Source: an optimization exercise on an open RTL-to-GDS flow (aim: small area, a short achievable clock period and few clock cycles per item). Production flows keep margins and buffers that such runs may drop.
In this exercise RTL edits were held to simulation tests only and were not proved equivalent to the original.
No activity file was given, so power comes from the tool's default toggle rates.

$ cat flow/run.sh
#!/bin/bash
# synth_recipe.tcl (not shown) runs the flow's synth.tcl, then flattens the netlist and writes it again
# the make line also repeats each setting of config.mk as NAME=value (left out here)
make -C /OpenROAD-flow-scripts/flow DESIGN_CONFIG=/design/flow/config.mk WORK_HOME=/design/flow/orfs CLKGATE_MAP_FILE= SYNTH_SCRIPT=/design/flow/synth_recipe.tcl finish
$ cat flow/config.mk
export PLATFORM = sky130hd
export DESIGN_NAME = container_pool_allocator
export DESIGN_NICKNAME = container_pool_allocator
export VERILOG_FILES = /design/flow/design.v
export SDC_FILE = /design/flow/constraint.sdc
export NUM_CORES = 4
export LEC_CHECK = 0
export ABC_AREA = 1
export CAP_MARGIN = 20
export CORE_MARGIN = 2
export CORE_UTILIZATION = 65
export SETUP_SLACK_MARGIN = 3.0
export SLEW_MARGIN = 20
export TNS_END_PERCENT = 10
$ cat flow/constraint.sdc
create_clock -name core_clock -period 8.0 [get_ports {clock}]
set_input_delay 1.6000 -clock core_clock [delete_from_list [all_inputs] [get_ports {clock}]]
set_output_delay 1.6000 -clock core_clock [all_outputs]
set_load 0.01 [all_outputs]
$ cat flow/design.v
`timescale 1ns / 1ps
`default_nettype none
package cpa_pkg;
   localparam int MAX_CONTAINERS = 16;
   localparam int BUFFER_BYTES   = 4096;
   localparam int HEADER_BYTES   = 16;
   localparam int ID_W  = $clog2(MAX_CONTAINERS);
   localparam int OFF_W = 12;
   localparam int BYT_W = 13;
   localparam logic [1:0] ST_CREATED = 2'd0;
   localparam logic [1:0] ST_FREED   = 2'd1;
   localparam logic [1:0] ST_REJECT  = 2'd2;
   localparam logic ACT_CREATE = 1'b0;
   localparam logic ACT_FREE   = 1'b1;
   typedef struct packed {
      logic [OFF_W-1:0] offset;
      logic [BYT_W-1:0] bytes;
   } entry_type;
endpackage
`default_nettype wire
`timescale 1ns / 1ps
`default_nettype none
module container_pool_allocator (
   input  wire logic                      clock,
   input  wire logic                      reset,
   input  wire logic                      req_valid,
   output logic                           req_ready,
   input  wire logic                      req_action,
   input  wire logic [15:0]               req_elem_count,
   input  wire logic [15:0]               req_elem_size,
   input  wire logic [3:0]                req_container_id,
   output logic                           rsp_valid,
   input  wire logic                      rsp_ready,
   output logic [1:0]                     rsp_status,
   output logic [3:0]                     rsp_result_id,
   output logic [11:0]                    rsp_region_offset
);
   localparam int NC = cpa_pkg::MAX_CONTAINERS;
   logic        q_v, q_act, q_oz, q_bad;
   logic [3:0]  q_cid;
   logic [15:0] q_c1h;     
   logic [11:0] q_need;
   logic [12:0] q_n16;     
   logic [NC-1:0][11:0] off, byt;
   logic [NC-1:0][3:0]  nx;
   logic [NC-1:0]       pres, fre;
   logic [12:0]         top;
   logic [3:0]          last;
   logic                mrg;      
   logic [NC-1:0]       hs;       
   logic        r_v;
   logic [1:0]  r_st;
   logic [3:0]  r_id;
   logic [11:0] r_off;
   assign rsp_valid = r_v;
   assign rsp_status = r_st;
   assign rsp_result_id = r_id;
   assign rsp_region_offset = r_off;
   logic go, acc;
   assign go = q_v && !mrg && (!r_v || rsp_ready);
   assign req_ready = !q_v || go;
   assign acc = req_valid && req_ready;
   logic        m_ovf;
   logic [12:0] m_prod;
   always_comb begin
      m_ovf = 1'b0;
      for (int k = 0; k < 16; k++)
         m_ovf = m_ovf | (req_elem_count[k] & (|(req_elem_size >> ((k >= 12) ? 0 : (12 - k)))));
      m_prod = 13'(req_elem_count[11:0] * req_elem_size[11:0]);
   end
   always_ff @(posedge clock) begin
      if (reset) q_v <= 1'b0;
      else if (acc) q_v <= 1'b1;
      else if (go) q_v <= 1'b0;
      if (acc) begin
         q_act <= req_action;
         q_cid <= req_container_id;
         for (int i = 0; i < NC; i++) q_c1h[i] <= (req_container_id == 4'(i));
         q_need <= m_prod[11:0];
         q_n16 <= {1'b0, m_prod[11:0]} + 13'd16;
         q_oz <= (req_elem_count == 16'd0) || (req_elem_size == 16'd0) || m_ovf || m_prod[12];
      end
   end
   logic [NC-1:0] pf;
   assign pf = pres & fre;
   assign q_bad = q_oz || (&q_need[11:4] && |q_need[3:0]);
   function automatic logic gt13(input logic [12:0] a, input logic [12:0] b);
      logic g, e;
      g = 1'b0; e = 1'b1;
      for (int k = 12; k >= 0; k--) begin
         g = g | (e & a[k] & ~b[k]);
         e = e & ~(a[k] ^ b[k]);
      end
      gt13 = g;
   endfunction
   function automatic logic [11:0] add12(input logic [11:0] a, input logic [11:0] b,
                                         input logic ci);
      logic [11:0] g, p, gg, pp, g2, p2;
      g = a & b; p = a ^ b;
      g[0] = g[0] | (p[0] & ci);
      gg = g; pp = p;
      for (int d = 1; d < 12; d = d * 2) begin
         g2 = gg; p2 = pp;
         for (int k = 0; k < 12; k++)
            if (k >= d) begin
               g2[k] = gg[k] | (pp[k] & gg[k-d]);
               p2[k] = pp[k] & pp[k-d];
            end
         gg = g2; pp = p2;
      end
      add12 = p ^ {gg[10:0], ci};
   endfunction
   logic [NC-1:0] sp1h;
   logic [3:0]    sp;
   logic          sp_ok;
   always_comb begin
      sp = '0;
      for (int i = NC-1; i >= 0; i--)
         if (!pres[i]) sp = 4'(i);
      sp_ok = ~&pres;
      for (int i = 0; i < NC; i++)
         sp1h[i] = !pres[i] && !(|(~pres & ((16'd1 << i) - 16'd1)));
   end
   logic [NC-1:0] l1h;
   always_comb begin
      l1h = '0; l1h[last] = 1'b1;
   end
   logic [NC-1:0] eq, cand, first;
   logic          hit;
   always_comb begin
      for (int i = 0; i < NC; i++) begin
         eq[i] = (byt[i] == q_need);
         cand[i] = pf[i] && (eq[i] || (sp_ok && gt13({1'b0, byt[i]}, q_n16)));
      end
      for (int i = 0; i < NC; i++)
         first[i] = cand[i] && !(|(cand & ((16'd1 << i) - 16'd1)));
      hit = |cand;
   end
   logic [11:0]   a_off, a_byt, a_dif, a_toff;
   logic [3:0]    a_nx, a_id;
   logic          a_eq, a_last, a_nxpf;
   always_comb begin
      a_off = '0; a_byt = '0; a_nx = '0; a_id = '0;
      a_eq = 1'b0; a_last = 1'b0;
      for (int i = 0; i < NC; i++) begin
         a_off = a_off | (off[i] & {12{first[i]}});
         a_byt = a_byt | (byt[i] & {12{first[i]}});
         a_nx = a_nx | (nx[i] & {4{first[i]}});
         a_id = a_id | (4'(i) & {4{first[i]}});
         a_eq = a_eq | (eq[i] & first[i]);
         a_last = a_last | (l1h[i] & first[i]);
      end
      a_toff = add12(a_off, q_n16[11:0], 1'b0);
      a_dif = add12(a_byt, ~q_n16[11:0], 1'b1);
      a_nxpf = pf[a_nx];
   end
   logic [NC-1:0] hsel, s1h;
   logic [11:0]   h_byt, b_byt;
   logic [3:0]    h, h_nx, s2;
   logic          h_last, h_pres, s_pf, s_last, s2_pf;
   always_comb begin
      hsel = hs;
      h = '0;
      for (int i = 0; i < NC; i++) h = h | (4'(i) & {4{hs[i]}});
      h_byt = '0; h_nx = '0; h_last = 1'b0; h_pres = 1'b0;
      for (int i = 0; i < NC; i++) begin
         h_byt = h_byt | (byt[i] & {12{hsel[i]}});
         h_nx = h_nx | (nx[i] & {4{hsel[i]}});
         h_last = h_last | (l1h[i] & hsel[i]);
         h_pres = h_pres | (pres[i] & hsel[i]);
      end
      s1h = '0; s1h[h_nx] = 1'b1;
      b_byt = '0; s2 = '0; s_pf = 1'b0; s_last = 1'b0;
      for (int i = 0; i < NC; i++) begin
         b_byt = b_byt | (byt[i] & {12{s1h[i]}});
         s2 = s2 | (nx[i] & {4{s1h[i]}});
         s_pf = s_pf | (pf[i] & s1h[i]);
         s_last = s_last | (l1h[i] & s1h[i]);
      end
      s2_pf = pf[s2];
   end
   logic [13:0] top_sum;
   logic        top_fit;
   assign top_sum = {1'b0, top} + {1'b0, q_n16};
   assign top_fit = (top_sum <= 14'd4096);
   logic [3:0] pred;
   always_comb begin
      pred = '0;
      for (int j = 0; j < NC; j++)
         if (pres[j] && nx[j] == q_cid && 4'(j) != q_cid) pred = pred | 4'(j);
   end
   logic wr, do_c, do_split, do_topc, do_f, do_ftop, do_fmid, do_abs;
   always_comb begin
      wr = go || mrg;
      do_c = !mrg && q_act == cpa_pkg::ACT_CREATE && !q_bad;
      do_split = do_c && hit && !a_eq;
      do_topc = do_c && !hit && top_fit && sp_ok;
      do_f = !mrg && q_act == cpa_pkg::ACT_FREE && h_pres;
      do_ftop = do_f && h_last;
      do_fmid = do_f && !h_last;
      do_abs = mrg || (do_fmid && s_pf);
   end
   logic [11:0] bus_off, bus_ba, bus_bb;
   logic [3:0]  bus_nx;
   assign bus_ba = q_need;
   logic cr;
   assign cr = !mrg && q_act == cpa_pkg::ACT_CREATE;
   logic [11:0] h_byt16;
   assign h_byt16 = h_byt + 12'd16;
   assign bus_bb = cr ? a_dif : add12(h_byt16, b_byt, 1'b0);
   assign bus_nx = cr ? a_nx : s2;
   assign bus_off = (hit && !q_bad) ? a_toff : top[11:0];
   logic [NC-1:0] we_off, we_ba, we_bb, we_nx, we_nsp, pres_set, pres_clr, fre_set, fre_clr;
   always_comb begin
      we_off = (do_split || do_topc) ? sp1h : '0;
      we_ba = ({NC{do_split}} & first) | ({NC{do_topc}} & sp1h);
      we_bb = ({NC{do_split}} & sp1h) | ({NC{do_abs}} & hsel);
      we_nx = ({NC{do_split}} & sp1h) | ({NC{do_abs}} & hsel);
      we_nsp = ({NC{do_split}} & first) | ({NC{do_topc && top != 13'd0}} & l1h);
      pres_set = (do_split || do_topc) ? sp1h : '0;
      pres_clr = ({NC{do_ftop}} & hsel) | ({NC{do_abs}} & s1h);
      fre_set = ({NC{do_split}} & sp1h) | ({NC{do_fmid}} & hsel);
      fre_clr = ({NC{do_c && hit}} & first) | ({NC{do_topc}} & sp1h);
   end
   logic [12:0] top_n;
   logic [3:0]  last_n;
   logic [NC-1:0] m1h_n;
   logic        mrg_n;
   logic [1:0]  st_n;
   logic [3:0]  id_n;
   logic [11:0] roff_n;
   always_comb begin
      top_n = top; last_n = last; mrg_n = mrg;
      if (do_topc) begin top_n = top_sum[12:0]; last_n = sp; end
      if (do_ftop) begin top_n = top - 13'd16 - {1'b0, h_byt}; last_n = pred; end
      if (do_split && a_last) last_n = sp;
      if (do_abs && s_last) last_n = h;
      if (mrg) mrg_n = !s_last && s2_pf;
      m1h_n = hs;
      if (do_split && !a_last && a_nxpf) begin mrg_n = 1'b1; m1h_n = sp1h; end
      if (do_fmid && s_pf && !s_last && s2_pf) mrg_n = 1'b1;
      st_n = cpa_pkg::ST_REJECT; id_n = '0; roff_n = '0;
      if (do_c && hit) begin st_n = cpa_pkg::ST_CREATED; id_n = a_id; roff_n = a_off; end
      else if (do_topc) begin st_n = cpa_pkg::ST_CREATED; id_n = sp; roff_n = top[11:0]; end
      else if (do_f) st_n = cpa_pkg::ST_FREED;
   end
   always_ff @(posedge clock) begin
      if (wr) for (int i = 0; i < NC; i++) begin
         if (we_off[i]) off[i] <= bus_off;
         if (we_bb[i]) byt[i] <= bus_bb;
         else if (we_ba[i]) byt[i] <= bus_ba;
         if (we_nx[i]) nx[i] <= bus_nx;
         else if (we_nsp[i]) nx[i] <= sp;
         if (pres_set[i]) pres[i] <= 1'b1;
         else if (pres_clr[i]) pres[i] <= 1'b0;
         if (fre_set[i]) fre[i] <= 1'b1;
         else if (fre_clr[i]) fre[i] <= 1'b0;
      end
      if (reset) for (int i = 0; i < NC; i++) pres[i] <= 1'b0;
      if (reset) begin
         top <= '0; mrg <= 1'b0;
      end else if (wr) begin
         top <= top_n; mrg <= mrg_n;
      end
      if (wr) begin
         last <= last_n;
      end
      if (!reset && (wr ? mrg_n : mrg)) hs <= m1h_n;
      else if (acc) for (int i = 0; i < NC; i++) hs[i] <= (req_container_id == 4'(i));
      else hs <= q_c1h;
      if (reset) r_v <= 1'b0;
      else if (go) r_v <= 1'b1;
      else if (rsp_ready) r_v <= 1'b0;
      if (go) begin
         r_st <= st_n; r_id <= id_n; r_off <= roff_n;
      end
   end
endmodule
`default_nettype wire
==> results of run 1 <==
worst min path at each step:
stage / end / slack, ns / cells after the start
2_1_floorplan: top[4] / 0.46 / 2
3_3_place_gp: top[4] / 0.48 / 2
3_5_place_dp: q_c1h[2] / 0.48 / 2
4_1_cts: q_c1h[2] / 0.50 / 2
cells in the mapped netlist, drive strengths merged (3+ instances only):
cell type,count
o2111ai,50
dfxtp,48
or2,21
o221ai,41
inv,705
a22o,13
o31ai,10
o21a,3
xnor2,55
fa,54
o2bb2ai,3
o41ai,4
clkinv,9
and2,10
a221oi,80
nor4,55
o211ai,15
and3,3
o22ai,234
or4,3
a211oi,26
a21oi,257
ha,106
nand3,210
buf,131
nor2,363
nand3b,5
a22oi,38
xor2,102
edfxtp,529
a2111oi,12
o21bai,7
nand4,85
nor3,82
nand2,1335
a31oi,28
o21ai,508
clkbuf,162
metrics by stage:
stage / setup WS, ns / instance area, sq um / hold WS [ns]
2_1_floorplan: 2.52 / 42900 / 0.463
3_3_place_gp: 1.11 / 44300 / 0.476
3_5_place_dp: 0.806 / 44300 / 0.485
4_1_cts: 1.86 / 49500 / 0.501
layer usage:
metal	track usage [%]	GRT overflow
met4	78.0	125
met3	76.2	20
met2	94.3	127
met5	51.6	1
met1	87.7	18
kinds of logic after synthesis:
logic type                 after synthesis  synth area share (%)
xor gates and xnor gates               157                  3.30
buffers and inverters                 1007                  9.70
AOI/OAI and AO/OA                     1342                  19.5
adders and majority gates              160                  5.66
DFF                                    577                  39.6
and+or+nand+nor                       2177                  22.2
muxes                                    1                0.0235
what timing repair did:
| item | CTS |
|---|---|
| endpoints found under the setup margin | 1018 |
| resized for setup | 393 |
| buffers inserted | 178 |
| cloned | 12 |
| pin swaps | 117 |
| endpoints found under the hold margin | 0 |
power groups by stage:
stage | logic (mW) | registers [mW] | clock network, mW
after floorplan | 3.16 | 3.57 | 0
after CTS | 6.02 | 3.53 | 2.90
after global placement | 4.93 | 3.64 | 0
after detailed placement | 5.11 | 3.64 | 0
==> out/metrics.cfg, run 1 <==
[status]
status = stopped before the end
stop_stage = global routing
firstError = [ERROR GRT-0116] Global routing finished with congestion. Check the congestion regions in the DRC Viewer.

[floorplan]
start_util_pct = 65.8
die_x_um = 260
io_pins = 61
die_h_um = 260
rows = 93

[logic_synthesis]
yosysSeqAreaShare_pct = 39.6
netlist_instances = 5421
ys_seq_elements = 577
synth_largest_area_cell = edfxtp_1
yosys-top-cells-area = edfxtp_1, nand2_1, inv_1
netlist_area_sq_mm = 0.0425
avgSynthCellArea_sq_um = 7.84
netlist.area_leader.share_pct = 37.4
synth_flop_cell = edfxtp_1
synth_warnings = 1
synth_cell_types = 84
async_flop_share_pct = 0
synth-edff-count = 529
synth_nets = 5622

[clock_tree]
ctsLongestPathBuffers = 3
cts_sinks = 577
cts_inserted_buffers = 59
cts_hold_buffers = 0
root_buffer = clkbuf_16
htreeDepth = 2

[placement]
port_buffers = 60
place_congestion = 1.27
dpl.cell_count = 6216
dp_hpwl_um = 160000

[global_route]
grt_pass1_vias = 56000
grt_usage_pct = 84.7
overflow = 291
grt_pass1_wl_um = 415000
grt_max_degree = 60

Testbench counts, summed over its fixed seeds: cycles 3,454, requests 3,200.
==> inputs of run 2 (changes only) <==
--- a/flow/design.v
+++ b/flow/design.v
@@ -38,7 +38,8 @@
    localparam int NC = cpa_pkg::MAX_CONTAINERS;
-   logic        q_v, q_act, q_oz, q_bad;
+   logic        q_v, q_act, q_oz, q_p12, q_bad;
    logic [3:0]  q_cid;
-   logic [15:0] q_c1h;     
    logic [11:0] q_need;
+   logic [8:0]  q_n16h;
    logic [12:0] q_n16;     
+   assign q_n16 = {q_n16h, q_need[3:0]};
    logic [NC-1:0][11:0] off, byt;
@@ -77,6 +78,6 @@
          q_cid <= req_container_id;
-         for (int i = 0; i < NC; i++) q_c1h[i] <= (req_container_id == 4'(i));
          q_need <= m_prod[11:0];
-         q_n16 <= {1'b0, m_prod[11:0]} + 13'd16;
-         q_oz <= (req_elem_count == 16'd0) || (req_elem_size == 16'd0) || m_ovf || m_prod[12];
+         q_n16h <= {1'b0, m_prod[11:4]} + 9'd1;
+         q_oz <= (req_elem_count == 16'd0) || (req_elem_size == 16'd0) || m_ovf;
+         q_p12 <= m_prod[12];
       end
@@ -85,3 +86,3 @@
    assign pf = pres & fre;
-   assign q_bad = q_oz || (&q_need[11:4] && |q_need[3:0]);
+   assign q_bad = q_oz || q_p12 || (&q_need[11:4] && |q_need[3:0]);
    function automatic logic gt13(input logic [12:0] a, input logic [12:0] b);
@@ -269,3 +270,3 @@
       else if (acc) for (int i = 0; i < NC; i++) hs[i] <= (req_container_id == 4'(i));
-      else hs <= q_c1h;
+      else for (int i = 0; i < NC; i++) hs[i] <= (q_cid == 4'(i));
       if (reset) r_v <= 1'b0;
--- a/flow/config.mk
+++ b/flow/config.mk
@@ -10,5 +10,6 @@
 export CORE_MARGIN = 2
-export CORE_UTILIZATION = 65
-export SETUP_SLACK_MARGIN = 3.0
+export CORE_UTILIZATION = 42
+export CTS_CLUSTER_SIZE = 30
+export SETUP_SLACK_MARGIN = 1.5
 export SLEW_MARGIN = 20
-export TNS_END_PERCENT = 10
+export TNS_END_PERCENT = 5
==> out/metrics.cfg, run 2 <==
[status]
status = complete, no violations

[clock_tree]
cts_sinks = 562
cts_inserted_buffers = 67
ctsLongestPathBuffers = 3
htreeDepth = 3
root_buffer = clkbuf_16
clk_pin_slew_ns = 0.06
cts_hold_buffers = 0
clk_latency_ns = 0.72
tritoncts = built

[drt]
dr.pass1.iters = 14
drc = 0
ant_nets = 0
vias = 47700
drt_iter0_drc = 9322
via_per_inst = 6.68
drt_wl_total_um = 264000
routedWlPerCell_um = 37.0

[setup_path]
cp_slowest_cell = nor4_1
critPathCaptureType = register
cp-start-kind = register
crit_family = compound AO/OA/AOI/OAI gates
path_buf_inv = 3
slowest_delay_ns = 1.03
cp.arrival_ns = 6.91
critPathRequiredTime_ns = 8.30
path_max_fanout = 14
cp_cell_sequence = inv_1, buf_4, nor4_1, a311o_1, nor4_1, o221a_2, nand2_1, buf_4, a41oi_2, nand3_1, a21oi_1
crit_type = reg -> reg

[floorplan]
die_h_um = 321
dieArea_sq_mm = 0.103
io_pins = 61
core_area_sq_mm = 0.0999
rows = 116
die_x_um = 321
start_util_pct = 42.3

[placement]
port_buffers = 60
dp_hpwl_um = 201000
place_congestion = 1.20

[pwr]
power_frac_comb_pct = 48.4
sequentialPowerShare_pct = 26.7
clockPowerShare_pct = 24.9
switchingPower_mw = 5.86
power_density_mw_per_mm2 = 257
swShare_pct = 45.0
power.internal_mw = 7.18
ir_drop_v = 0.000254
p_leak_nw = 20.9

[timing]
fmax_mhz = 151
setup-violations-final = 0
clock_skew_ns = 0.0526
relSlewSlack_pct = 16.7
fin_hold_ws_ns = 0.519
layout_min_cycle_time_ns = 6.61
tightest_slew_ns = 1.24
report.final.slew_viol_count = 0
rsz0062_at_grt = yes
fin_tns_setup_ns = 0
hold_violations = 0
finalCritPeriodShare_pct = 82.6

[logic_synthesis]
avgSynthCellArea_sq_um = 7.68
synth_flop_cell = edfxtp_1
yosys-top-cells-area = edfxtp_1, nand2_1, inv_1
netlist_area_sq_mm = 0.0422
netlist_instances = 5500
netlist.area_leader.share_pct = 37.7
synth_largest_area_cell = edfxtp_1
ys_seq_elements = 562
synth_warnings = 1
synth-edff-count = 530
yosysSeqAreaShare_pct = 39.2
synth_nets = 5701
synth_cell_types = 80
synthTopCellsByCount = nand2_1, inv_1, edfxtp_1
async_flop_share_pct = 0
synth_most_common_cell = nand2_1

[cells_and_area]
drive_above_1_share_pct = 15.6
reg_top3 = byt x192, off x192, nx x64
mostFrequentLayoutCells = nand2_1, inv_1, edfxtp_1
multi_input_area_sq_mm = 0.0228
layout_commonest_cell = nand2_1
seq_area_sq_mm = 0.0166
layout.nets = 5985
area_growth_pct = 20.1
nFillCells = 9668

[run]
maxCapViolCount = 0

[worst_hold_path]
hold_path.class = reg -> reg

[global_route]
grt_pass1_wl_um = 351000
overflow = 0
grt_usage_pct = 49.5
grt_pass1_vias = 42600
grt_max_degree = 40
antenna_found_initial = 18

[run 2: cell count changes after synthesis, sizes merged, moves of 13 or more]
cell / previous run / this run
xor2: 102 / 118
xnor2: 55 / 35
inv: 705 / 681
or2: 21 / 37
nor2: 363 / 405
dfxtp: 48 / 32
a221oi: 80 / 66
o22ai: 234 / 160
o2111ai: 50 / 77
nand4: 85 / 98
nand2: 1335 / 1458
[run 2: cell type report]
class                      count  area share (%)
inverter                     689            5.31
tap                         1298            3.20
antenna                       11          0.0543
sequential                   562            32.7
multi-input combinational   3952            45.0
clock buffer                  87            3.46
clock inverter                33           0.978
timing repair buffer         512            9.37
[run 2: worst paths after layout]
check / from / endpoint / slack, ns / cells after the start
worst max-delay path: q_need[8] / nx[6] / 1.39 / 11
worst min-delay path: pres[11] / pres[11] / 0.52 / 2
worst max register to register: q_need[8] / nx[6] / 1.39 / 11
worst min register to register: pres[11] / pres[11] / 0.52 / 2
[run 2: tightest hold or removal path, cell delays in order, from the launching register on]
cell	delay, ns
dfxtp_1	0.33
o21ai_0	0.08
a21oi_1	0.06
[run 2: repair_timing]
action / 4_1_cts / 5_1_grt
setup buffers: 49 / 90
cloned: 1 / 3
endpoints found under the setup margin: 113 / 165
hold endpoints to repair: 0 / 0
gates resized for setup: 77 / 289
pin swaps: 13 / 86
[run 2: stage by stage]
step	setup slack (ns)	power (mW)	utilization, %	cell area, sq um	instances
2_1_floorplan	2.14	6.48	-	42200	5500
3_3_place_gp	0.698	8.77	45.7	45700	6869
3_5_place_dp	0.611	8.79	45.7	45700	6869
4_1_cts	1.50	12.1	48.7	48600	7039
5_1_grt	1.40	13.3	50.7	50700	7134
6_report	1.39	13.0	50.8	50700	7144
[run 2: kinds of logic (layout without fill, tap and decap cells)]
family,Yosys count,in the layout,synth area share [%]
and+or+nand+nor,2368,2369,23.9
AOI/OAI and AO/OA,1269,1269,18.4
buffers and inverters,987,1321,9.47
DFF,562,562,39.2
adders and majority gates,160,160,5.70
xor gates and xnor gates,153,153,3.22
muxes,1,1,0.0237
other,0,11,0
[run 2: power groups by stage]
stage          logic, mW  registers, mW  clock network (mW)
2_1_floorplan       2.98           3.50                   0
3_3_place_gp        5.16           3.61                   0
3_5_place_dp        5.18           3.61                   0
4_1_cts             5.43           3.49                3.23
5_1_grt             6.45           3.48                3.33
6_report            6.32           3.48                3.24
[run 2: per-layer routing]
metal,up-vias,GRT usage (%),part of all wire [%]
li1,19500,-,-
met1,22700,64.8,37
met2,4317,67.6,38
met3,1176,19.1,16
met4,14,31.5,8.7
met5,-,0.378,0.053
Testbench counts of run 2, summed over its fixed seeds: cycles 3,454, requests 3,200.
==> inputs of run 3 (changes only) <==
--- a/flow/design.v
+++ b/flow/design.v
@@ -192,2 +192,3 @@
    end
+   logic sp_new;
    logic wr, do_c, do_split, do_topc, do_f, do_ftop, do_fmid, do_abs;
@@ -198,2 +199,3 @@
       do_topc = do_c && !hit && top_fit && sp_ok;
+      sp_new = hit ? !a_eq : (top_fit && sp_ok);
       do_f = !mrg && q_act == cpa_pkg::ACT_FREE && h_pres;
@@ -210,16 +212,15 @@
    assign h_byt16 = h_byt + 12'd16;
-   assign bus_bb = cr ? a_dif : add12(h_byt16, b_byt, 1'b0);
+   assign bus_bb = cr ? (hit ? a_dif : q_need) : add12(h_byt16, b_byt, 1'b0);
    assign bus_nx = cr ? a_nx : s2;
-   assign bus_off = (hit && !q_bad) ? a_toff : top[11:0];
-   logic [NC-1:0] we_off, we_ba, we_bb, we_nx, we_nsp, pres_set, pres_clr, fre_set, fre_clr;
-   always_comb begin
-      we_off = (do_split || do_topc) ? sp1h : '0;
-      we_ba = ({NC{do_split}} & first) | ({NC{do_topc}} & sp1h);
-      we_bb = ({NC{do_split}} & sp1h) | ({NC{do_abs}} & hsel);
-      we_nx = ({NC{do_split}} & sp1h) | ({NC{do_abs}} & hsel);
-      we_nsp = ({NC{do_split}} & first) | ({NC{do_topc && top != 13'd0}} & l1h);
-      pres_set = (do_split || do_topc) ? sp1h : '0;
+   assign bus_off = hit ? a_toff : top[11:0];
+   logic [NC-1:0] we_sp, we_ba, we_bb, we_nx, we_nsp, pres_clr, fre_set, fre_clr;
+   always_comb begin
+      we_sp = do_c ? sp1h : '0;
+      we_ba = do_c ? first : '0;
+      we_bb = we_sp | ({NC{do_abs}} & hsel);
+      we_nx = we_sp | ({NC{do_abs}} & hsel);
+      we_nsp = ({NC{do_c}} & first & ~eq) | ({NC{do_topc && top != 13'd0}} & l1h);
       pres_clr = ({NC{do_ftop}} & hsel) | ({NC{do_abs}} & s1h);
-      fre_set = ({NC{do_split}} & sp1h) | ({NC{do_fmid}} & hsel);
-      fre_clr = ({NC{do_c && hit}} & first) | ({NC{do_topc}} & sp1h);
+      fre_set = {NC{do_fmid}} & hsel;
+      fre_clr = we_ba;
    end
@@ -249,3 +250,3 @@
       if (wr) for (int i = 0; i < NC; i++) begin
-         if (we_off[i]) off[i] <= bus_off;
+         if (we_sp[i]) off[i] <= bus_off;
          if (we_bb[i]) byt[i] <= bus_bb;
@@ -254,5 +255,6 @@
          else if (we_nsp[i]) nx[i] <= sp;
-         if (pres_set[i]) pres[i] <= 1'b1;
+         if (we_sp[i]) pres[i] <= sp_new;
          else if (pres_clr[i]) pres[i] <= 1'b0;
-         if (fre_set[i]) fre[i] <= 1'b1;
+         if (we_sp[i]) fre[i] <= hit;
+         else if (fre_set[i]) fre[i] <= 1'b1;
          else if (fre_clr[i]) fre[i] <= 1'b0;
==> out/metrics.cfg, run 3 <==
[setup_path]
timing.rr.end = byt[119]
r2r_start = q_need[10]
cp-start-kind = register
critPathRequiredTime_ns = 8.39
critPathCaptureType = register
slowest_delay_ns = 0.55
crit_end = byt[119]
r2r_cells = 36
cp.arrival_ns = 6.82
crit_type = reg -> reg
rrSetupSlack_ns = 1.57
cp_slowest_cell = edfxtp_1
path_max_fanout = 16
critical_path.most_common_cell = nand2_1
startpoint = q_need[10]

[pwr]
power.internal_mw = 6.97
clockPowerShare_pct = 26.0
ir_drop_v = 0.000223
switchingPower_mw = 5.57
p_leak_nw = 20.5
finalPower_mw = 12.5
swShare_pct = 44.4
power_frac_comb_pct = 46.1
power_density_mw_per_mm2 = 253
sequentialPowerShare_pct = 27.9

[cells_and_area]
stdcell_area_sq_mm = 0.0495
reg_top3 = byt x192, off x192, nx x64
layout_commonest_cell = nand2_1
drive_above_1_share_pct = 13.9
final_cells = 6993
final_core_util_pct = 49.5
layout.nets = 5848
area_growth_pct = 17.1
mostFrequentLayoutCells = nand2_1, inv_1, edfxtp_1

[logic_synthesis]
synthTopCellsByCount = nand2_1, inv_1, edfxtp_1
synth_warnings = 1
yosys-top-cells-area = edfxtp_1, nand2_1, inv_1
synth_nets = 5654
async_flop_share_pct = 0
ys_seq_elements = 562
netlist_instances = 5453
netlist_area_sq_mm = 0.0423
avgSynthCellArea_sq_um = 7.76
synth_cell_types = 83
yosysSeqAreaShare_pct = 39.1
synth_most_common_cell = nand2_1
synth-edff-count = 530
synth_flop_cell = edfxtp_1
synth_largest_area_cell = edfxtp_1
netlist.area_leader.share_pct = 37.6

[drt]
drt_iter0_drc = 7328
via_per_inst = 6.53
drt_wl_total_um = 248000
ant_nets = 0
dr.pass1.iters = 9
vias = 45600
drc = 0
routedWlPerCell_um = 35.4

[global_route]
grt_pass1_wl_um = 333000
grt_max_degree = 55
antenna_found_initial = 12
grt_pass1_vias = 41600
grt_usage_pct = 46.5
overflow = 0

[timing]
report.final.slew_viol_count = 0
finalCritPeriodShare_pct = 80.4
setup-violations-final = 0
rsz0062_at_grt = yes
relSlewSlack_pct = 13.3
hold_violations = 0
fmax_mhz = 155
fin_tns_setup_ns = 0
tightest_slew_ns = 1.30
clock_skew_ns = 0.0480
layout_min_cycle_time_ns = 6.43
fin_hold_ws_ns = 0.559
setup_ws_ns = 1.57

[floorplan]
dieArea_sq_mm = 0.103
core_area_sq_mm = 0.100
rows = 116
die_x_um = 321
io_pins = 61
start_util_pct = 42.3
die_h_um = 321

[placement]
port_buffers = 60
placed_cell_area_sq_mm = 0.0454
pre_cts_ws_ns = 0.716
place_congestion = 1.09
dp_hpwl_um = 191000
dpl.cell_count = 6789

[clock_tree]
clk_latency_ns = 0.69
tritoncts = built
root_buffer = clkbuf_16
cts_inserted_buffers = 66
cts_sinks = 562
clk_pin_slew_ns = 0.06
htreeDepth = 3
cts_hold_buffers = 0
ctsLongestPathBuffers = 3

[worst_hold_path]
hold_path.class = reg -> reg

[run]
maxCapViolCount = 0

[status]
status = complete, no violations

run 3: cell types whose count changed after synthesis, sizes merged, moves of 11 or more:
cell,previous run,this run
clkbuf,162,151
o21ai,511,523
nand2,1458,1364
a21oi,248,264
a221oi,66,86
xor2,118,157
o2111ai,77,53
o22ai,160,189
a22oi,35,17
inv,681,670
run 3: critical path, delay by kind of cell, from the launching register on:
kind                       cells  cell delay (ns)
buffers and inverters          8             1.24
xor gates and xnor gates       1             0.19
adders and majority gates      1             0.37
and+or+nand+nor               14             1.64
DFF                            1             0.55
AOI/OAI and AO/OA             12             2.14
run 3: power groups by stage:
| stage | logic, mW | clock network (mW) | registers [mW] |
|---|---|---|---|
| 6_report | 5.78 | 3.26 | 3.50 |
| 2_1_floorplan | 2.95 | 0 | 3.50 |
| 3_3_place_gp | 5.07 | 0 | 3.57 |
| 3_5_place_dp | 5.07 | 0 | 3.58 |
| 5_1_grt | 5.98 | 3.36 | 3.50 |
| 4_1_cts | 5.26 | 3.27 | 3.50 |
run 3: timing repair:
| item | CTS | global route |
|---|---|---|
| gates resized for setup | 72 | 185 |
| setup buffers | 30 | 53 |
| setup endpoints to repair | 143 | 181 |
| cloned | 0 | 5 |
| pin swaps | 4 | 47 |
run 3: cell type report:
class	instances	area [sq um]
repair inverters	2	13.8
flip-flops and latches	562	16600
diodes	2	5.00
well taps	1298	1620
clock inverters	34	577
fillers	9772	50500
inverters	687	2670
clock buffers	80	1700
multi-input cells	3919	22800
repair buffers	409	3610
run 3: worst min-delay path by stage:
stage / start / to / cells after the start
after detailed placement: pres[10] / pres[10] / 2
after floorplan: pres[5] / pres[5] / 2
after global placement: pres[10] / pres[10] / 2
after global routing: pres[8] / pres[8] / 2
final: pres[4] / pres[4] / 2
after CTS: pres[10] / pres[10] / 2
run 3: kinds of logic (layout without fill, tap and decap cells):
| kind of cell | count (synthesis) | after routing | synth area share (%) |
|---|---|---|---|
| other | 0 | 2 | 0 |
| XOR/XNOR | 194 | 194 | 4.08 |
| flip-flops | 562 | 562 | 39.1 |
| AND/OR/NAND/NOR | 2257 | 2257 | 22.7 |
| AO/OA/AOI/OAI | 1307 | 1308 | 19.0 |
| adder cells (fa/ha/maj) | 160 | 160 | 5.69 |
| buffers and inverters | 973 | 1212 | 9.32 |
run 3: layer usage:
layer  vias to the layer above  track usage, %  part of all wire (%)
li1                      19200               -                     -
met1                     21800            60.2                    38
met2                      3693            67.4                    41
met3                       951            14.5                    13
met4                        16            28.6                   7.7
met5                         -           0.426                 0.051
Testbench counts of run 3, summed over its fixed seeds: cycles 3,454, requests 3,200.
==> inputs of run 4 (changes only) <==
--- a/flow/config.mk
+++ b/flow/config.mk
@@ -11,4 +11,3 @@
 export CORE_UTILIZATION = 42
-export CTS_CLUSTER_SIZE = 30
-export SETUP_SLACK_MARGIN = 1.5
+export SETUP_SLACK_MARGIN = 2.0
 export SLEW_MARGIN = 20
==> out/metrics.cfg, run 4 <==
[timing]
rsz0062_at_grt = yes
clock_skew_ns = 0.0446
setup_ws_ns = 1.64
hold_violations = 0
tightest_slew_ns = 1.27
setup-violations-final = 0
fmax_mhz = 157
finalCritPeriodShare_pct = 79.5
report.final.slew_viol_count = 0
layout_min_cycle_time_ns = 6.36
relSlewSlack_pct = 14.8
fin_tns_setup_ns = 0

[setup_path]
rrSetupSlack_ns = 1.64
cp-start-kind = register
cp.arrival_ns = 6.74
r2r_cells = 14
critPathCaptureType = register
critPathRequiredTime_ns = 8.38
path_max_fanout = 23
crit_type = reg -> reg

[clock_tree]
clk_pin_slew_ns = 0.07
tritoncts = built
clk_latency_ns = 0.69
cts_sinks = 562
htreeDepth = 3
ctsLongestPathBuffers = 3
cts_inserted_buffers = 66
root_buffer = clkbuf_16

[cells_and_area]
area_growth_pct = 19.4
reg_top3 = byt x192, off x192, nx x64
nFillCells = 9672
layout_commonest_cell = nand2_1
final_cells = 7038
mostFrequentLayoutCells = nand2_1, inv_1, edfxtp_1
layout.nets = 5884
drive_above_1_share_pct = 16.0

[logic_synthesis]
synth_nets = 5654
async_flop_share_pct = 0
synth_flop_cell = edfxtp_1
synth_warnings = 1
synth_largest_area_cell = edfxtp_1
netlist_instances = 5453
yosys-top-cells-area = edfxtp_1, nand2_1, inv_1
netlist_area_sq_mm = 0.0423
synth_most_common_cell = nand2_1
synth-edff-count = 530
yosysSeqAreaShare_pct = 39.1
ys_seq_elements = 562
synthTopCellsByCount = nand2_1, inv_1, edfxtp_1
netlist.area_leader.share_pct = 37.6
avgSynthCellArea_sq_um = 7.76
synth_cell_types = 83

[worst_hold_path]
holdPathStages = 2
hold_path.class = reg -> reg

[placement]
dp_hpwl_um = 191000
dpl.cell_count = 6789
port_buffers = 60
pre_cts_ws_ns = 0.716
place_congestion = 1.09

[floorplan]
io_pins = 61
rows = 116
dieArea_sq_mm = 0.103
core_area_sq_mm = 0.100
start_util_pct = 42.3
die_x_um = 321
die_h_um = 321

[pwr]
power_frac_comb_pct = 47.4
swShare_pct = 44.6
ir_drop_v = 0.000222
power.internal_mw = 7.11
switchingPower_mw = 5.72
clockPowerShare_pct = 25.4
power_density_mw_per_mm2 = 254
p_leak_nw = 20.9
sequentialPowerShare_pct = 27.1

[global_route]
grt_pass1_vias = 42200
grt_pass1_wl_um = 337000
grt_usage_pct = 47.1
grt_max_degree = 56
antenna_found_initial = 13
overflow = 0

[drt]
drt_wl_total_um = 250000
via_per_inst = 6.56
ant_nets = 0
drt_iter0_drc = 7393
vias = 46100
drc = 0
dr.pass1.iters = 7
routedWlPerCell_um = 35.5

[run]
maxCapViolCount = 0

[status]
status = complete, no violations

-- run 4: worst max-delay path: stages, from the launching register on --
cell and delay [ns]:
edfxtp_1 0.50, inv_2 0.13, nand3_1 0.09, xor2_1 0.63, inv_1 0.26, nor3_1 0.99
inv_1 0.29, o22ai_1 0.43, or4_1 0.19, nor2_1 0.06, inv_1 0.06, nand2_1 0.57
inv_1 1.04, o21ai_0 0.21, o22ai_1 0.59
-- run 4: final cells by class --
type / count / area, sq um / area share [%]
clock inverters: 34 / 577 / 1.14
flip-flops and latches: 562 / 16600 / 32.8
well taps: 1298 / 1620 / 3.22
clock buffers: 80 / 1700 / 3.37
inverters: 687 / 2720 / 5.38
diodes: 11 / 27.5 / 0.0545
repair inverters: 2 / 15.0 / 0.0297
repair buffers: 445 / 4040 / 8.00
multi-input cells: 3919 / 23200 / 46.0
-- run 4: stage by stage --
| step | utilization (%) | cell area (sq um) | power (mW) | hold WS [ns] |
|---|---|---|---|---|
| after floorplan | - | 42300 | 6.45 | 0.482 |
| after global placement | 45.3 | 45300 | 8.64 | 0.541 |
| after detailed placement | 45.4 | 45400 | 8.65 | 0.553 |
| after CTS | 49.4 | 49400 | 12.3 | 0.531 |
| after global routing | 50.5 | 50500 | 13.1 | 0.561 |
| final | 50.5 | 50500 | 12.8 | 0.523 |
-- run 4: routing by layer --
| metal | GRT usage [%] | wire (um) |
|---|---|---|
| met1 | 60.1 | 93400 |
| met2 | 67.6 | 101000 |
| met3 | 16.3 | 34500 |
| met4 | 30.5 | 20300 |
| met5 | 0.0473 | 66 |
-- run 4: final timing paths --
kind,startpoint,endpoint
worst max register to register,last[0],last[3]
worst max-delay path,last[0],last[3]
worst min register to register,pres[10],pres[10]
worst min-delay path,pres[10],pres[10]
-- run 4: what timing repair did --
item,CTS,global route
gates resized for setup,237,165
hold buffers,0,0
pin swaps,40,84
gates cloned,5,2
buffers inserted,84,33
setup endpoints to repair,414,263
-- run 4: kinds of logic after synthesis --
| family | Yosys count | share of synthesized area (%) |
|---|---|---|
| xor+xnor | 194 | 4.08 |
| compound gates | 1307 | 19.0 |
| buf+inv | 973 | 9.32 |
| flops | 562 | 39.1 |
| fa+ha+maj | 160 | 5.69 |
| simple gates | 2257 | 22.7 |
-- run 4: power by group through the flow --
stage	registers [mW]	logic (mW)	clock network, mW
global route	3.48	6.28	3.35
CTS	3.49	5.52	3.27
global placement	3.57	5.07	0
floorplan	3.50	2.95	0
detailed placement	3.58	5.07	0
finish	3.48	6.09	3.27
==> inputs of run 5 (changes only) <==
--- a/flow/config.mk
+++ b/flow/config.mk
@@ -8,7 +8,7 @@
 export ABC_AREA = 1
-export CAP_MARGIN = 20
+export CAP_MARGIN = 10
 export CORE_MARGIN = 2
 export CORE_UTILIZATION = 42
-export SETUP_SLACK_MARGIN = 2.0
-export SLEW_MARGIN = 20
+export SETUP_SLACK_MARGIN = 1.5
+export SLEW_MARGIN = 10
 export TNS_END_PERCENT = 5
==> out/metrics.cfg, run 5 <==
[timing]
hold_violations = 0
fmax_mhz = 153
setup-violations-final = 0
clock_skew_ns = 0.0614
relSlewSlack_pct = 13.3
fin_hold_ws_ns = 0.562
tightest_slew_ns = 1.29
fin_tns_setup_ns = 0
rsz0062_at_grt = yes
finalCritPeriodShare_pct = 82.0
layout_min_cycle_time_ns = 6.56
setup_ws_ns = 1.44
report.final.slew_viol_count = 0

[drt]
ant_nets = 0
routedWlPerCell_um = 35.2
drt_wl_total_um = 246000
via_per_inst = 6.52
drc = 0
drt_iter0_drc = 7298
dr.pass1.iters = 7
vias = 45500

[global_route]
grt_usage_pct = 46.2
antenna_found_initial = 16
grt_max_degree = 55
grt_pass1_wl_um = 331000
grt_pass1_vias = 41600
overflow = 0

[setup_path]
crit_type = reg -> reg
critPathCaptureType = register
slowest_delay_ns = 0.47
cp-start-kind = register
cp.arrival_ns = 6.96
path_max_fanout = 16
critPathRequiredTime_ns = 8.40
critical_path.most_common_cell = nand2_1
cp_slowest_cell = a21oi_1

[cells_and_area]
stdcell_area_sq_mm = 0.0490
reg_top3 = byt x192, off x192, nx x64
layout.nets = 5831
seq_area_sq_mm = 0.0166
multi_input_area_sq_mm = 0.0225
mostFrequentLayoutCells = nand2_1, inv_1, edfxtp_1
nFillCells = 9915
area_growth_pct = 15.8
final_core_util_pct = 49.0
final_cells = 6983
drive_above_1_share_pct = 13.1
layout_commonest_cell = nand2_1

[pwr]
power_density_mw_per_mm2 = 254
ir_drop_v = 0.000284
p_leak_nw = 20.4
finalPower_mw = 12.4

[clock_tree]
htreeDepth = 3
cts_hold_buffers = 0
ctsLongestPathBuffers = 3
cts_sinks = 562
tritoncts = built
clk_pin_slew_ns = 0.06
clk_latency_ns = 0.69
root_buffer = clkbuf_16
cts_inserted_buffers = 68

[logic_synthesis]
synth-edff-count = 530
netlist_area_sq_mm = 0.0423
avgSynthCellArea_sq_um = 7.76
netlist_instances = 5453
synth_nets = 5654
synth_most_common_cell = nand2_1
yosys-top-cells-area = edfxtp_1, nand2_1, inv_1
ys_seq_elements = 562
synth_cell_types = 83
synth_largest_area_cell = edfxtp_1
synth_flop_cell = edfxtp_1
netlist.area_leader.share_pct = 37.6
yosysSeqAreaShare_pct = 39.1
synthTopCellsByCount = nand2_1, inv_1, edfxtp_1
synth_warnings = 1
async_flop_share_pct = 0

[placement]
placed_cell_area_sq_mm = 0.0453
dpl.cell_count = 6786
port_buffers = 60
pre_cts_ws_ns = 0.684
place_congestion = 1.09
dp_hpwl_um = 191000

[run]
maxCapViolCount = 0

[floorplan]
core_area_sq_mm = 0.100
io_pins = 61
start_util_pct = 42.3
die_h_um = 321
die_x_um = 321
dieArea_sq_mm = 0.103
rows = 116

[status]
status = complete, no violations

[worst_hold_path]
hold_path.class = reg -> reg

-- run 5: cell count changes in the layout (fill, tap and decap cells not counted), moves of 11 or more --
cell and delta:
buf_12 -13, buf_4 -20, buf_6 -14, inv_1 +12, nand2_1 +28, nand2_2 -20, nand3_1 +14, o21ai_2 -11
-- run 5: logic make-up (layout without fill, tap and decap cells) --
logic type	count (synthesis)	in the layout	synth area share [%]
buffers and inverters	973	1200	9.32
adder cells (fa/ha/maj)	160	160	5.69
flip-flops	562	562	39.1
AND/OR/NAND/NOR	2257	2257	22.7
other	0	4	0
XOR/XNOR	194	194	4.08
AO/OA/AOI/OAI	1307	1308	19.0
-- run 5: what timing repair did --
item                                    in CTS  in global routing
gates resized for setup                     64                114
cloned                                       0                  3
buffers inserted                            19                 48
hold endpoints to repair                     0                  0
endpoints found under the setup margin     143                177
pin swaps                                    6                 40
-- run 5: layout make-up --
class	instances	area share (%)
diodes	4	0.0204
inverters	687	5.44
clock inverters	46	1.15
flip-flops and latches	562	33.8
repair buffers	391	6.80
repair inverters	1	0.0128
multi-input cells	3919	45.9
well taps	1298	3.32
clock buffers	75	3.53
-- run 5: final timing paths --
check	startpoint	endpoint	slack, ns	cells past startpoint
max	q_n16h[7]	byt[35]	1.44	38
min	pres[10]	pres[10]	0.56	2
max reg2reg	q_n16h[7]	byt[35]	1.44	38
min reg2reg	pres[10]	pres[10]	0.56	2
-- run 5: critical path, delay by kind of cell (launching register included) --
kind | cells | cell delay [ns]
buf+inv | 7 | 1.05
compound gates | 13 | 2.58
simple gates | 16 | 1.64
xor+xnor | 1 | 0.19
fa+ha+maj | 1 | 0.33
flops | 1 | 0.46
-- run 5: where the power goes --
group / switching, mW / leakage [nW] / internal, mW
Sequential: 0.0666 / 5.23 / 3.41
Combinational: 4.03 / 14.0 / 1.68
Clock: 1.43 / 1.10 / 1.79
Total: 5.53 / 20.4 / 6.89
-- run 5: layer usage --
layer | wire length, um | up-vias | GRT usage (%)
met3 | 33400 | 940 | 15.6
met4 | 19300 | 18 | 29.2
met5 | 120 | - | 0
met1 | 92600 | 21600 | 59.1
met2 | 100000 | 3706 | 66.6
li1 | - | 19200 | -
==> inputs of run 6 (changes only) <==
--- a/flow/config.mk
+++ b/flow/config.mk
@@ -8,7 +8,7 @@
 export ABC_AREA = 1
-export CAP_MARGIN = 10
+export CAP_MARGIN = 20
 export CORE_MARGIN = 2
-export CORE_UTILIZATION = 42
-export SETUP_SLACK_MARGIN = 1.5
-export SLEW_MARGIN = 10
+export CORE_UTILIZATION = 38
+export SETUP_SLACK_MARGIN = 1.75
+export SLEW_MARGIN = 20
 export TNS_END_PERCENT = 5
==> out/metrics.cfg, run 6 <==
[status]
status = complete, no violations

[drt]
via_per_inst = 6.28
routedWlPerCell_um = 35.3
drc = 0
vias = 45500
drt_iter0_drc = 6760
drt_wl_total_um = 256000
dr.pass1.iters = 6
ant_nets = 0

[pwr]
clockPowerShare_pct = 27.2
sequentialPowerShare_pct = 26.8
finalPower_mw = 13.0
switchingPower_mw = 5.73
p_leak_nw = 21.0
ir_drop_v = 0.000214
power.internal_mw = 7.27
power_frac_comb_pct = 46.0
power_density_mw_per_mm2 = 257
swShare_pct = 44.1

[setup_path]
startpoint = last[0]
path_buf_inv = 6
crit_family = simple AND/OR/NAND/NOR gates
crit_type = reg -> reg
critPathCaptureType = register
worst-path-stages = 18
path_max_fanout = 19
r2r_cells = 18
cp_cell_sequence = inv_2, nand3_1, xor2_1, inv_1, nor3_1, inv_1, o21ai_0, or4_1, nor2_1, nand2_1, buf_4, inv_1, o21ai_2, nand2_4, a21oi_2, nand3_1, nand2_1, inv_1
critPathRequiredTime_ns = 8.43
critical_path.most_common_cell = inv_1
slowest_delay_ns = 0.93
cp-start-kind = register
cp.arrival_ns = 7.25
r2r_start = last[0]
cp_slowest_cell = nor3_1

[logic_synthesis]
synthTopCellsByCount = nand2_1, inv_1, edfxtp_1
yosysSeqAreaShare_pct = 39.1
synth_most_common_cell = nand2_1
synth_flop_cell = edfxtp_1
synth_nets = 5654
netlist.area_leader.share_pct = 37.6
synth_cell_types = 83
synth_largest_area_cell = edfxtp_1
netlist_instances = 5453
synth_warnings = 1
async_flop_share_pct = 0
netlist_area_sq_mm = 0.0423
yosys-top-cells-area = edfxtp_1, nand2_1, inv_1
ys_seq_elements = 562
avgSynthCellArea_sq_um = 7.76
synth-edff-count = 530

[cells_and_area]
reg_top3 = byt x192, off x192, nx x64
mostFrequentLayoutCells = nand2_1, inv_1, edfxtp_1
seq_area_sq_mm = 0.0166
area_growth_pct = 19.6
drive_above_1_share_pct = 15.5
nFillCells = 11200
layout_commonest_cell = nand2_1
layout.nets = 5904
multi_input_area_sq_mm = 0.0229

[global_route]
grt_max_degree = 55
grt_pass1_vias = 42300
antenna_found_initial = 17
overflow = 0
grt_usage_pct = 44.2
grt_pass1_wl_um = 346000

[floorplan]
io_pins = 61
rows = 122
die_x_um = 338
die_h_um = 338
core_area_sq_mm = 0.111
dieArea_sq_mm = 0.114
start_util_pct = 38.3

[timing]
rsz0062_at_grt = yes
fin_hold_ws_ns = 0.553
relSlewSlack_pct = 15.8
report.final.slew_viol_count = 0
fmax_mhz = 147
setup-violations-final = 0
tightest_slew_ns = 1.26
clock_skew_ns = 0.0490
layout_min_cycle_time_ns = 6.81
finalCritPeriodShare_pct = 85.2
hold_violations = 0
fin_tns_setup_ns = 0

[clock_tree]
clk_latency_ns = 0.71
tritoncts = built
root_buffer = clkbuf_16
cts_hold_buffers = 0
htreeDepth = 3
ctsLongestPathBuffers = 3
clk_pin_slew_ns = 0.06
cts_inserted_buffers = 73
cts_sinks = 562

[placement]
port_buffers = 60
place_congestion = 1.06
dp_hpwl_um = 199000

[worst_hold_path]
hp-start = pres[1]
hold_path.class = reg -> reg
holdPathStages = 2

[run]
maxCapViolCount = 0

run 6: cell counts after synthesis:
No cell type changed its count.
run 6: cells by family after synthesis:
logic type | after synthesis | share of synthesized area (%)
buffers and inverters | 973 | 9.32
XOR/XNOR | 194 | 4.08
AND/OR/NAND/NOR | 2257 | 22.7
flip-flops | 562 | 39.1
AO/OA/AOI/OAI | 1307 | 19.0
adder cells (fa/ha/maj) | 160 | 5.69
run 6: final cells by class:
| type | instances | area share (%) |
|---|---|---|
| Antenna cell | 2 | 0.00989 |
| Clock buffer | 89 | 3.85 |
| Clock inverter | 46 | 1.17 |
| Inverter | 687 | 5.27 |
| Multi-Input combinational cell | 3918 | 45.2 |
| Sequential cell | 562 | 32.7 |
| Tap cell | 1488 | 3.68 |
| Timing Repair Buffer | 460 | 8.01 |
| Timing Repair inverter | 1 | 0.0173 |
run 6: per-stage QoR:
step | worst slack (ns) | instances | utilization (%) | cell area, sq um
final | 1.19 | 7253 | 45.8 | 50600
after floorplan | 2.17 | 5453 | - | 42300
after global placement | 0.600 | 7028 | 41.6 | 46000
after detailed placement | 0.560 | 7028 | 41.6 | 46000
after CTS | 1.72 | 7225 | 45.1 | 49800
after global routing | 1.29 | 7251 | 45.8 | 50600
run 6: power groups by stage:
| stage | clock (mW) | combinational (mW) | sequential (mW) |
|---|---|---|---|
| global route | 3.66 | 6.20 | 3.48 |
| detailed placement | 0 | 5.24 | 3.57 |
| global placement | 0 | 5.22 | 3.57 |
| CTS | 3.55 | 5.57 | 3.48 |
| floorplan | 0 | 2.95 | 3.50 |
| finish | 3.53 | 5.98 | 3.48 |
run 6: path summary, 6_finish.rpt:
path,end,slack (ns)
min,pres[1],0.55
min reg2reg,pres[1],0.55
max,nx[47],1.19
max reg2reg,nx[47],1.19
run 6: layer usage:
layer	share of wire [%]	vias to the layer above	wire (um)	global-route usage [%]
li1	-	19300	-	-
met1	39	22000	100000	58.5
met2	42	3341	107000	65.1
met3	12	820	31600	12.3
met4	6.8	10	17300	23.8
met5	0.021	-	54	0
run 6: worst reg2reg max path: cells and delay by family (launching register included):
| kind | cells | cell delay, ns |
|---|---|---|
| and+or+nand+nor | 8 | 2.24 |
| buffers and inverters | 6 | 1.41 |
| DFF | 1 | 0.50 |
| AOI/OAI and AO/OA | 3 | 1.74 |
| xor gates and xnor gates | 1 | 0.67 |
run 6: what timing repair did:
| action | 4_1_cts | 5_1_grt |
|---|---|---|
| setup buffers | 60 | 24 |
| resized for setup | 200 | 117 |
| setup endpoints to repair | 495 | 478 |
| gates cloned | 2 | 2 |
| pin swaps | 43 | 45 |

separate check: timing with driven ports:
Ports are ideal in the flow. The routed layouts listed here were re-timed in OpenROAD.
Step 1, drivers: a clkbuf_16 drives clock and a buf_2 each remaining input, both assumed.
Step 2 also shifts input and output timing later by t, the mid clock arrival at the registers, as if the neighbouring blocks saw the same clock.
Three values: no drivers, after step 1, after step 2; two values: the first two.
run | t (ns) | slack for setup (ns) | worst slew at a driven data input, ns
run 2 | 0.772 | 1.390 / 1.390 / 1.116 | 0.04
run 3 | 0.753 | 1.566 / 1.566 / 0.957 | 0.04
run 4 | 0.753 | 1.638 / 1.638 / 1.133 | 0.04
run 5 | 0.742 | 1.443 / 1.443 / 0.916 | 0.05
run 6 | 0.768 | 1.186 / 1.186 / 1.097 | 0.16
After both steps every run listed still meets setup and hold. The setup slack of run 3, which loses most, moves by 0.000 ns with the drivers and by -0.609 ns with both steps.
